Source: an optimization exercise on an open RTL-to-GDS flow (aim: small area). Production flows keep margins and buffers that such runs may drop. At most, simulation tests tie the RTL to the original design; equivalence was not proved. Power figures rest on the tool's default switching activity, not on a simulated workload.

==> v5 <==
## pattern_encoder
module pattern_encoder #(
    parameter int INDEX_WIDTH = 32,
    parameter int ADDR_WIDTH  = 48,
    parameter int DATA_WIDTH  = 64
) (
    input  logic                   clk,
    input  logic                   rst,
    input  logic                   start,
    input  logic [ADDR_WIDTH-1:0]  start_addr,
    input  logic                   index_push,
    input  logic [INDEX_WIDTH-1:0] row,
    input  logic [INDEX_WIDTH-1:0] col,
    output logic                   index_stall,
    input  logic                   finish,
    output logic                   wr_req,
    input  logic                   wr_stall,
    output logic [ADDR_WIDTH-1:0]  wr_addr,
    output logic [DATA_WIDTH-1:0]  wr_data,
    output logic                   done,
    output logic [ADDR_WIDTH-1:0]  word_count
);
==> flow/config.mk <==
export PLATFORM = sky130hd
export DESIGN_NAME = pattern_encoder
export DESIGN_NICKNAME = pattern_encoder
export VERILOG_FILES = /design/flow/design.v
export SDC_FILE = /design/flow/constraint.sdc
export NUM_CORES = 4
export LEC_CHECK = 0
export CAP_MARGIN = 20
export CORE_MARGIN = 2
export CORE_UTILIZATION = 70
export SLEW_MARGIN = 20
==> flow/constraint.sdc <==
create_clock -name core_clock -period 10.0 [get_ports {clk}]
set_input_delay 2.0000 -clock core_clock [delete_from_list [all_inputs] [get_ports {clk}]]
set_output_delay 2.0000 -clock core_clock [all_outputs]
set_load 0.01 [all_outputs]
standard.sh (not shown) runs the stock make flow with config.mk's settings and CLKGATE_MAP_FILE= SYNTH_SCRIPT=/design/flow/synth_recipe.tcl, a recipe that flattens the netlist after the stock synthesis.
==> flow/flow/run.sh <==
#!/bin/bash
# Standard ORFS layout, with the smallest buffer on each port and a clock
# tree of a few small buffers without dummy loads.
set -euo pipefail
export BUFFER_PORTS_ARGS="-buffer_cell sky130_fd_sc_hd__buf_1"
export CTS_ARGS="-sink_clustering_enable -repair_clock_nets -dont_use_dummy_load -sink_clustering_size 16 -sink_clustering_max_diameter 60 -buf_list {sky130_fd_sc_hd__clkbuf_8}"
bash standard.sh > standard.log 2>&1
==> inputs of v31, as changes to v5 <==
--- a/flow/design.v
+++ b/flow/design.v
@@ -144,13 +144,20 @@
     end
     assign index_stall = !((state_q == S_TAKE) && p_end);
     assign done        = (state_q == S_DONE);
     assign arot        = em && (pos_q < 6'd45);
     always_comb begin
         cy[0] = wr;
-        for (int i = 0; i < ADDR_WIDTH; i++) cy[i+1] = cy[i] && cnt_q[i];
+        for (int i = 0; i < ADDR_WIDTH; i++)
+            cy[i+1] = cy[i] && cnt_q[i];
+        cy[16] = wr && (&cnt_q[15:0]);
+        for (int i = 16; i < ADDR_WIDTH; i++)
+            cy[i+1] = cy[i] && cnt_q[i];
+        cy[32] = wr && (&cnt_q[31:0]);
+        for (int i = 32; i < ADDR_WIDTH; i++)
+            cy[i+1] = cy[i] && cnt_q[i];
     end
     always_ff @(posedge clk or posedge rst) begin
         if (rst) begin
             state_q  <= S_IDLE;
             p_q      <= '0;
             full_q   <= 1'b0;
--- a/flow/config.mk
+++ b/flow/config.mk
@@ -4,8 +4,8 @@
 export VERILOG_FILES = /design/flow/design.v
 export SDC_FILE = /design/flow/constraint.sdc
 export NUM_CORES = 4
 export LEC_CHECK = 0
 export CAP_MARGIN = 20
 export CORE_MARGIN = 2
-export CORE_UTILIZATION = 70
+export CORE_UTILIZATION = 80
 export SLEW_MARGIN = 20
==> inputs of v1, as changes to v5 <==
--- a/flow/design.v
+++ b/flow/design.v
@@ -144,13 +144,20 @@
     end
     assign index_stall = !((state_q == S_TAKE) && p_end);
     assign done        = (state_q == S_DONE);
     assign arot        = em && (pos_q < 6'd45);
     always_comb begin
         cy[0] = wr;
-        for (int i = 0; i < ADDR_WIDTH; i++) cy[i+1] = cy[i] && cnt_q[i];
+        for (int i = 0; i < ADDR_WIDTH; i++)
+            cy[i+1] = cy[i] && cnt_q[i];
+        cy[16] = wr && (&cnt_q[15:0]);
+        for (int i = 16; i < ADDR_WIDTH; i++)
+            cy[i+1] = cy[i] && cnt_q[i];
+        cy[32] = wr && (&cnt_q[31:0]);
+        for (int i = 32; i < ADDR_WIDTH; i++)
+            cy[i+1] = cy[i] && cnt_q[i];
     end
     always_ff @(posedge clk or posedge rst) begin
         if (rst) begin
             state_q  <= S_IDLE;
             p_q      <= '0;
             full_q   <= 1'b0;
==> qor summary <==
Cell count after synthesis: v5 860; v31 881; v1 881
Die height: v5 132 um; v31 125 um; v1 133 um
Placed Area: v5 12800 um2; v31 12800 um2; v1 12800 um2
Met1 usage in global routing: v5 33.5%; v31 42.6%; v1 35.6%
Clk pin slew, worst setup/hold paths: v5 0.09 ns; v31 0.10 ns; v1 0.10 ns
Routed wl met3: v5 1450 um; v31 2190 um; v1 1710 um
Mean instance size in the synthesized netlist: v5 13.4 um2; v31 13.2 um2; v1 13.2 um2
Synthesized netlist net count: v5 1037; v31 1056; v1 1056
Worst-Skew Late Latency: v5 0.57 ns; v31 0.55 ns; v1 0.55 ns
Required time of the critical path: v5 10.36 ns; v31 10.40 ns; v1 10.40 ns
Worst-case headroom to the max-slew limit: v5 30.9%; v31 29.2%; v1 28.3%
ClkCell Share: v5 2.49%; v31 2.52%; v1 2.51%
Min Tclk post-route: v5 9.87 ns; v31 5.38 ns; v1 5.21 ns
Number of vias after detailed routing: v5 7379; v31 7986; v1 7482
Outcome: v5 finished clean; v31 finished clean; v1 finished clean
Critical path data arrival time: v5 10.23 ns; v31 5.78 ns; v1 5.61 ns
Largest fanout of any net on the critical path: v5 2; v31 4; v1 4
R2r endpoint: v5 cnt_q[47]; v31 cnt_q[47]; v1 cnt_q[46]
Post-route design area: v5 13300 um2; v31 13100 um2; v1 13200 um2
RSZ-0062 raised after global routing: v5 -; v31 no; v1 no
End of the critical path: v5 cnt_q[47]; v31 cnt_q[47]; v1 cnt_q[46]
For v5, only the layout was checked, not whether the RTL still works.


==> run a: inputs <==
==> flow/design.v <==
module pattern_encoder #(
    parameter int INDEX_WIDTH = 32,
    parameter int ADDR_WIDTH  = 48,
    parameter int DATA_WIDTH  = 64
) (
    input  logic                   clk,
    input  logic                   rst,
    input  logic                   start,
    input  logic [ADDR_WIDTH-1:0]  start_addr,
    input  logic                   index_push,
    input  logic [INDEX_WIDTH-1:0] row,
    input  logic [INDEX_WIDTH-1:0] col,
    output logic                   index_stall,
    input  logic                   finish,
    output logic                   wr_req,
    input  logic                   wr_stall,
    output logic [ADDR_WIDTH-1:0]  wr_addr,
    output logic [DATA_WIDTH-1:0]  wr_data,
    output logic                   done,
    output logic [ADDR_WIDTH-1:0]  word_count
);
    localparam int IW = INDEX_WIDTH;
    localparam int VW = INDEX_WIDTH + 1;
    localparam int SH = $clog2(DATA_WIDTH / 8);
    typedef enum logic [2:0] {
        S_IDLE, S_TAKE, S_SUB, S_HDR, S_VAL, S_FLUSH, S_DONE
    } state_t;
    typedef enum logic [1:0] {
        C_ROW, C_COL, C_END
    } code_t;
    state_t state_q, state_d;
    code_t  ph_q, ph_d;
    logic [DATA_WIDTH-1:0] dat_q;      
    logic [5:0]            pos_q;      
    logic                  full_q;     
    logic                  wr_req_q;
    logic [ADDR_WIDTH-1:0] addr_q;
    logic [ADDR_WIDTH-1:0] cnt_q;
    logic [IW-1:0]         r_q;        
    logic [IW-1:0]         pr_q;       
    logic [VW-1:0]         c_q;        
    logic [IW-1:0]         pc_q;       
    logic                  prz_q;      
    logic                  neg_q;      
    logic                  fin_q;      
    logic                  bw_q;       
    logic [5:0]            k_q;        
    logic [5:0]            w_q;        
    logic       ld, take, sub_a, sub_b, dbit, bw_n;
    logic       em, em_bit, go, shift;
    logic [5:0] k_inc;
    logic       k_last;
    assign ld    = (state_q == S_IDLE) && start;
    assign take  = (state_q == S_TAKE) && index_push;
    assign go    = !full_q;
    assign k_inc = k_q + 6'd1;
    assign sub_a = (ph_q == C_ROW) ? r_q[0] : c_q[0];
    assign sub_b = (ph_q == C_ROW) ? (!prz_q && pr_q[0])
                                   : (neg_q || (!k_q[5] && pc_q[0]));
    assign dbit  = sub_a ^ sub_b ^ (bw_q && k_q != 6'd0);
    assign bw_n  = (!sub_a && sub_b) || (!(sub_a ^ sub_b) && bw_q && k_q != 6'd0);
    assign k_last = (ph_q == C_ROW) ? (k_q == 6'd31) : (k_q == 6'd32);
    always_comb begin
        em     = 1'b0;
        em_bit = 1'b0;
        unique case (state_q)
            S_HDR: begin
                em = go;
                unique case (k_q[2:0])
                    3'd0:    em_bit = (ph_q != C_COL);
                    3'd1:    em_bit = w_q[0];
                    3'd2:    em_bit = w_q[1];
                    3'd3:    em_bit = w_q[2];
                    3'd4:    em_bit = w_q[3];
                    3'd5:    em_bit = w_q[4];
                    default: em_bit = w_q[5];
                endcase
            end
            S_VAL: begin
                em     = go && (k_q != w_q);
                em_bit = (ph_q == C_ROW) ? r_q[0] : c_q[0];
            end
            S_FLUSH: begin
                em     = go && (pos_q != 6'd0);
                em_bit = 1'b0;
            end
            default: ;
        endcase
    end
    always_comb begin
        state_d = state_q;
        ph_d    = ph_q;
        unique case (state_q)
            S_IDLE: if (start) state_d = S_TAKE;
            S_TAKE: begin
                if (index_push) begin
                    state_d = S_SUB;
                    ph_d    = C_ROW;
                end else if (finish) begin
                    state_d = S_HDR;
                    ph_d    = C_END;
                end
            end
            S_SUB: begin
                if (k_last) begin
                    if (ph_q == C_ROW && w_q == 6'd0 && !dbit) ph_d = C_COL;
                    else                                       state_d = S_HDR;
                end
            end
            S_HDR: if (go && k_q == 6'd6) state_d = S_VAL;
            S_VAL: begin
                if (k_q == w_q) begin
                    unique case (ph_q)
                        C_ROW: begin
                            state_d = S_SUB;
                            ph_d    = C_COL;
                        end
                        C_COL: begin
                            if (fin_q) begin
                                state_d = S_HDR;
                                ph_d    = C_END;
                            end else begin
                                state_d = S_TAKE;
                            end
                        end
                        default: state_d = S_FLUSH;
                    endcase
                end
            end
            S_FLUSH: if (go && pos_q == 6'd0) state_d = S_DONE;
            S_DONE:  state_d = S_IDLE;
            default: state_d = S_IDLE;
        endcase
    end
    assign index_stall = (state_q != S_TAKE);
    assign done        = (state_q == S_DONE);
    assign shift       = em;
    always_ff @(posedge clk or posedge rst) begin
        if (rst) begin
            state_q  <= S_IDLE;
            full_q   <= 1'b0;
            wr_req_q <= 1'b0;
            cnt_q    <= '0;
        end else begin
            state_q  <= state_d;
            full_q   <= (full_q && wr_stall) || (shift && pos_q == 6'd63);
            wr_req_q <= full_q && !wr_stall;
            if (ld)
                cnt_q <= '0;
            else if (full_q && !wr_stall)
                cnt_q <= cnt_q + ADDR_WIDTH'(1);
        end
    end
    always_ff @(posedge clk) begin
        ph_q <= ph_d;
        if (ld) begin
            addr_q <= start_addr;
        end else if (wr_req_q) begin
            addr_q <= addr_q + (ADDR_WIDTH'(1) << SH);
        end
        if (ld) pos_q <= '0;
        else if (shift) pos_q <= pos_q + 6'd1;
        if (shift) dat_q <= {em_bit, dat_q[DATA_WIDTH-1:1]};
        if (ld) begin
            prz_q <= 1'b1;
            neg_q <= 1'b1;
        end
        if (take) begin
            r_q   <= row;
            c_q   <= {1'b0, col};
            fin_q <= finish;
        end
        if (state_q == S_TAKE || (state_q == S_SUB && k_last)
            || (state_q == S_HDR && go && k_q == 6'd6)
            || (state_q == S_VAL && k_q == w_q))
            k_q <= '0;
        else if (state_q == S_SUB || (em && state_q != S_FLUSH))
            k_q <= k_inc;
        if (state_q == S_TAKE)
            w_q <= '0;
        else if (state_q == S_VAL && k_q == w_q && ph_q == C_COL)
            w_q <= '0;
        else if (state_q == S_SUB && (dbit || k_q == 6'd0))
            w_q <= dbit ? k_inc : 6'd0;
        if (state_q == S_SUB) begin
            bw_q <= bw_n;
            if (ph_q == C_ROW) begin
                r_q  <= {dbit, r_q[IW-1:1]};
                pr_q <= {r_q[0], pr_q[IW-1:1]};
                if (k_last) begin
                    prz_q <= 1'b0;
                    if (w_q != 6'd0 || dbit) neg_q <= 1'b1;
                end
            end else begin
                c_q <= {dbit, c_q[VW-1:1]};
                if (!k_q[5]) pc_q <= {c_q[0], pc_q[IW-1:1]};
                if (k_last) neg_q <= 1'b0;
            end
        end
        if (state_q == S_VAL && em) begin
            if (ph_q == C_ROW) r_q <= {1'b0, r_q[IW-1:1]};
            else               c_q <= {1'b0, c_q[VW-1:1]};
        end
    end
    assign wr_req     = wr_req_q;
    assign wr_addr    = addr_q;
    assign wr_data    = dat_q;
    assign word_count = cnt_q;
endmodule
==> flow/flow/run.sh <==
#!/bin/bash
# Standard ORFS layout, with the smallest buffer on each port and small
# clock buffers without dummy loads in CTS.
set -euo pipefail
export BUFFER_PORTS_ARGS="-buffer_cell sky130_fd_sc_hd__buf_1"
export CTS_ARGS="-sink_clustering_enable -repair_clock_nets -dont_use_dummy_load -buf_list {sky130_fd_sc_hd__clkbuf_2 sky130_fd_sc_hd__clkbuf_4}"
bash standard.sh > standard.log 2>&1
==> flow/standard.sh <==
#!/bin/bash
# synth_recipe.tcl (not shown) runs the flow's synth.tcl, then flattens the netlist and writes it again
# the make line also repeats each setting of config.mk as NAME=value (left out here)
make -C /OpenROAD-flow-scripts/flow DESIGN_CONFIG=/design/flow/config.mk WORK_HOME=/design/flow/orfs CLKGATE_MAP_FILE= SYNTH_SCRIPT=/design/flow/synth_recipe.tcl "${@:-finish}"
==> flow/config.mk <==
export PLATFORM = sky130hd
export DESIGN_NAME = pattern_encoder
export DESIGN_NICKNAME = pattern_encoder
export VERILOG_FILES = /design/flow/design.v
export SDC_FILE = /design/flow/constraint.sdc
export NUM_CORES = 4
export LEC_CHECK = 0
export CAP_MARGIN = 20
export CORE_MARGIN = 2
export CORE_UTILIZATION = 60
export SLEW_MARGIN = 20
==> flow/constraint.sdc <==
create_clock -name core_clock -period 10.0 [get_ports {clk}]
set_input_delay 2.0000 -clock core_clock [delete_from_list [all_inputs] [get_ports {clk}]]
set_output_delay 2.0000 -clock core_clock [all_outputs]
set_load 0.01 [all_outputs]
==> run b (differences from run a) <==
==> flow/run.sh (new file) <==
#!/bin/bash
# synth_recipe.tcl (not shown) runs the flow's synth.tcl, then flattens the netlist and writes it again
# the make line also repeats each setting of config.mk as NAME=value (left out here)
make -C /OpenROAD-flow-scripts/flow DESIGN_CONFIG=/design/flow/config.mk WORK_HOME=/design/flow/orfs CLKGATE_MAP_FILE= SYNTH_SCRIPT=/design/flow/synth_recipe.tcl finish
--- a/flow/config.mk
+++ b/flow/config.mk
@@ -9,3 +9,3 @@
 export CORE_MARGIN = 2
-export CORE_UTILIZATION = 60
+export CORE_UTILIZATION = 40
 export SLEW_MARGIN = 20
removed: flow/flow/run.sh
removed: flow/standard.sh
==> comparison table <==
metric                                                                      run a           run b
Largest net degree at the start of global routing                             110              76
Post-Layout Cell Count                                                       1781            1931
Run status                                                         finished clean  finished clean
Final Net Count                                                              1630            1584
Worst path buffer plus inverter count                                           1               3
Max_slew headroom                                                           37.6%           46.7%
Part of the total power dissipated in the clock network                     19.5%           27.2%
Number of antenna violations at the first check in global routing               1               0
Switching power as a share of total power                                   34.7%           31.4%
Clock network power                                                      0.802 mW         1.31 mW
Share of the clock period used by the worst path after layout               38.0%           41.3%
Pint                                                                      2.68 mW         3.30 mW
Count of buffers not belonging to the clock network in the layout             289             288

[what the ideal ports hide]
The flow's constraints put no driver on any port. The routed layouts listed below were extracted and timed again, unchanged, in two steps. Step 1: set_driving_cell puts a clkbuf_16 on clk and a buf_2 on each other input, an assumption about the parent block. Step 2 also shifts input and output timing later by t, the mid clock arrival at the registers, as if the neighbouring blocks saw the same clock. Slacks: no drivers / after step 1 / after step 2; pairs: no drivers / after step 1.
run	t, ns	setup WS [ns]	hold slack, ns	cell pins on the clock port's net
v5	0.575	0.135 / 0.119 / -0.456	0.310 / 0.310 / 0.310	1
v31	0.564	4.617 / 4.612 / 4.049	0.317 / 0.317 / 0.317	1
v1	0.565	4.786 / 4.775 / 4.211	0.276 / 0.276 / 0.276	1
run a	0.672	6.202 / 6.163 / 5.687	0.393 / 0.393 / 0.393	1
run b	0.551	5.875 / 5.834 / 5.282	0.414 / 0.414 / 0.414	1
With both steps, setup timing fails in v5, where it was met with ideal ports. For run b, which loses most, drivers alone change the setup slack by -0.041 ns; drivers and shift together by -0.593 ns.
